What follows belongs to an exercise in optimizing a design on an open flow for a short achievable clock period and few clock cycles; a production flow would make more cautious choices.
Only simulation tests tie the RTL to the original design; equivalence was not proved.
Power figures rest on the tool's default switching activity, not on a simulated workload.

wip/indigo:
## pipeline_cpu
module pipeline_cpu (
  input  logic           clk,
  input  logic           nrst,
  input  cpu_pkg::word_t inst,
  input  cpu_pkg::word_t data_in,
  output cpu_pkg::word_t inst_addr,
  output cpu_pkg::word_t data_addr,
  output cpu_pkg::word_t data_out,
  output logic           data_wr
);
export LEC_CHECK = 0
export CAP_MARGIN = 20
export CORE_MARGIN = 2
export CORE_UTILIZATION = 30
export SETUP_SLACK_MARGIN = 4.0
export SLEW_MARGIN = 20
export TNS_END_PERCENT = 100
create_clock -name core_clock -period 7.5 [get_ports {clk}]
standard.sh (not shown) runs the stock make flow with config.mk's settings and CLKGATE_MAP_FILE= SYNTH_SCRIPT=/design/flow/synth_recipe.tcl, a recipe that flattens the netlist after the stock synthesis.
==> flow/flow/run.sh <==
#!/bin/bash
# The standard layout (the standard.sh: ORFS from synthesis to finish),
# with one change to synthesis: no full/half-adder cell extraction before ABC
# (ADDER_MAP_FILE empty), so ABC maps the adders as plain logic for speed.
# Registers, their names and cell types are those of the standard synthesis.
set -euo pipefail
bash standard.sh ADDER_MAP_FILE= finish > orfs_make.log 2>&1
Testbench counts of wip/indigo, summed over its fixed seeds: cycles 18,898.
Here is what was changed in the inputs of wip/ember compared with wip/indigo.
- CORE_UTILIZATION changed from 30 to 40
- TNS_END_PERCENT removed (was 100)
- SETUP_SLACK_MARGIN changed from 4.0 to 3.8
==> summary.txt <==
Number of cell rows went down by more than 10% going from wip/indigo to wip/ember. Via count of the routed design (wip/ember vs. wip/indigo) decreases by a few percent. Number of diodes added for antenna fixing, wip/indigo and wip/ember, higher one = wip/indigo.
Input changes introduced in wip/lagoon (baseline for comparison: wip/ember):
- a change of SETUP_SLACK_MARGIN from 3.8 to 4.0
- a change of CORE_UTILIZATION from 40 to 30
--- outcome ---
- Looking at the reports, wip/lagoon completed the entire flow and the layout it produced met the timing, DRC and antenna checks.
- Final worst-path cycle share essentially unchanged between wip/ember and wip/lagoon.
- Comparing wip/ember and wip/lagoon, wire length of the first global-routing pass is higher on wip/lagoon.
- Compared with wip/ember, wip/lagoon has extra setup slack.
- Non-clock buffer total of the final layout (lower): wip/ember
- wip/lagoon vs. wip/ember: static leakage climbed 1.3 nW; number of post-CTS setup repair buffers now sits higher.
- Changes observed in wip/lagoon relative to wip/ember: HPWL after detailed placement increased by about 4% relative to the old numbers, logic depth of the worst path, buffers included now larger, internal power contribution climbed about 1.5%, count of buffering cells on the critical path with inverters included grew by 2.
- wip/ember has a lower wire length on met2 than wip/lagoon.
Relative to wip/lagoon, the following input files were edited for wip/juniper:
- changing CORE_UTILIZATION from 30 to 40
- changing SETUP_SLACK_MARGIN from 4.0 to 4.2
- setting TNS_END_PERCENT to 100 for the first time
--- outcome ---
- Taking wip/lagoon as the reference, in wip/juniper multi-input combinational cell area went up; well tap count went down.
- ~same area taken by flip-flops and latches in wip/lagoon and wip/juniper
Input-level comparison between wip/fjord and wip/juniper:
- a change of SETUP_SLACK_MARGIN from 4.2 to 4.6
- a deleted TNS_END_PERCENT that had been 100
Results
Utilization wip/juniper -> wip/fjord: up
wip/fjord — antenna cell count 20 lower, wip/juniper as reference
wip/juniper ended up with pc4[30] as its endpoint of the most critical setup path; wip/fjord ended up with pc4[17].
The final reports for wip/fjord and wip/juniper show wire length of the first global-routing pass higher in the former.
The run showing the smaller required time at the endpoint of the critical path is wip/fjord.
wip/fjord drops more vias than wip/juniper.


== before ==
pipeline_cpu again, from the RTL that the note above started with.
==> flow/design.v (excerpt) <==
module pipeline_cpu (
  input  logic           clk,
  input  logic           nrst,
  input  cpu_pkg::word_t inst,
  input  cpu_pkg::word_t data_in,
  output cpu_pkg::word_t inst_addr,
  output cpu_pkg::word_t data_addr,
  output cpu_pkg::word_t data_out,
  output logic           data_wr
);
clock: 7.5 ns
lec_check: 0
cap_margin: 20
core_margin: 2
core_utilization: 25
setup_slack_margin: 4.0
slew_margin: 20
Scripts as last shown in full above: flow/flow/run.sh
Looking at the reports, before completed the entire flow and the layout it produced met the timing, DRC and antenna checks.
Testbench counts of before, summed over its fixed seeds: cycles 18,898.
#### Input delta (after over before)
--- a/flow/config.mk
+++ b/flow/config.mk
@@ -9,3 +9,3 @@
 export CORE_MARGIN = 2
-export CORE_UTILIZATION = 25
+export CORE_UTILIZATION = 40
 export SETUP_SLACK_MARGIN = 4.0
Results
after against before: total length of routed met2 wires fell by about 5.5%; global-route wire length before repair moved down; final area fell about 2.4%; area of combinational cells with multiple inputs held. Delta(delay of the slowest critical-path stage, after - before) < 0. Maximum clock rate (after vs. before) increases slightly. Re total via count in the routed design: after is about 1.4% down on before. Comparing after and before, count of non-CTS buffers in the layout is lower on before. Lower largest net degree at the start of global routing goes to before over after.

[what the ideal ports hide]
No port has a modelled driver above. Below, the same layouts with a new extraction and two added sets of constraints.
Step 1 assumes that a clkbuf_16 drives the clock port and a buf_2 every other input.
Step 2 times the ports against the registers' clock, not the clock port: input delays grow and output delays shrink by t, the midpoint of the rising clock arrivals with the driver on.
Slacks: ideal ports / drivers / drivers and shift; pairs: ideal ports / drivers.
| run | shift t [ns] | setup slack, ns | clock arrival spread, ns |
|---|---|---|---|
| wip/indigo | 0.930 | 3.731 / 3.484 / 2.553 | 0.099 / 0.099 |
| wip/ember | 0.915 | 3.721 / 3.511 / 2.596 | 0.052 / 0.052 |
| wip/lagoon | 0.930 | 3.731 / 3.484 / 2.553 | 0.099 / 0.099 |
| wip/juniper | 0.932 | 3.698 / 3.540 / 2.608 | 0.070 / 0.069 |
| wip/fjord | 0.949 | 3.648 / 3.497 / 2.548 | 0.097 / 0.098 |
| before | 0.914 | 3.696 / 3.472 / 2.558 | 0.083 / 0.083 |
| after | 0.915 | 3.729 / 3.427 / 2.511 | 0.057 / 0.057 |
After both steps every run listed still meets setup and hold. The setup slack of after, which loses most, moves by -0.302 ns with the drivers and by -1.218 ns with both steps.
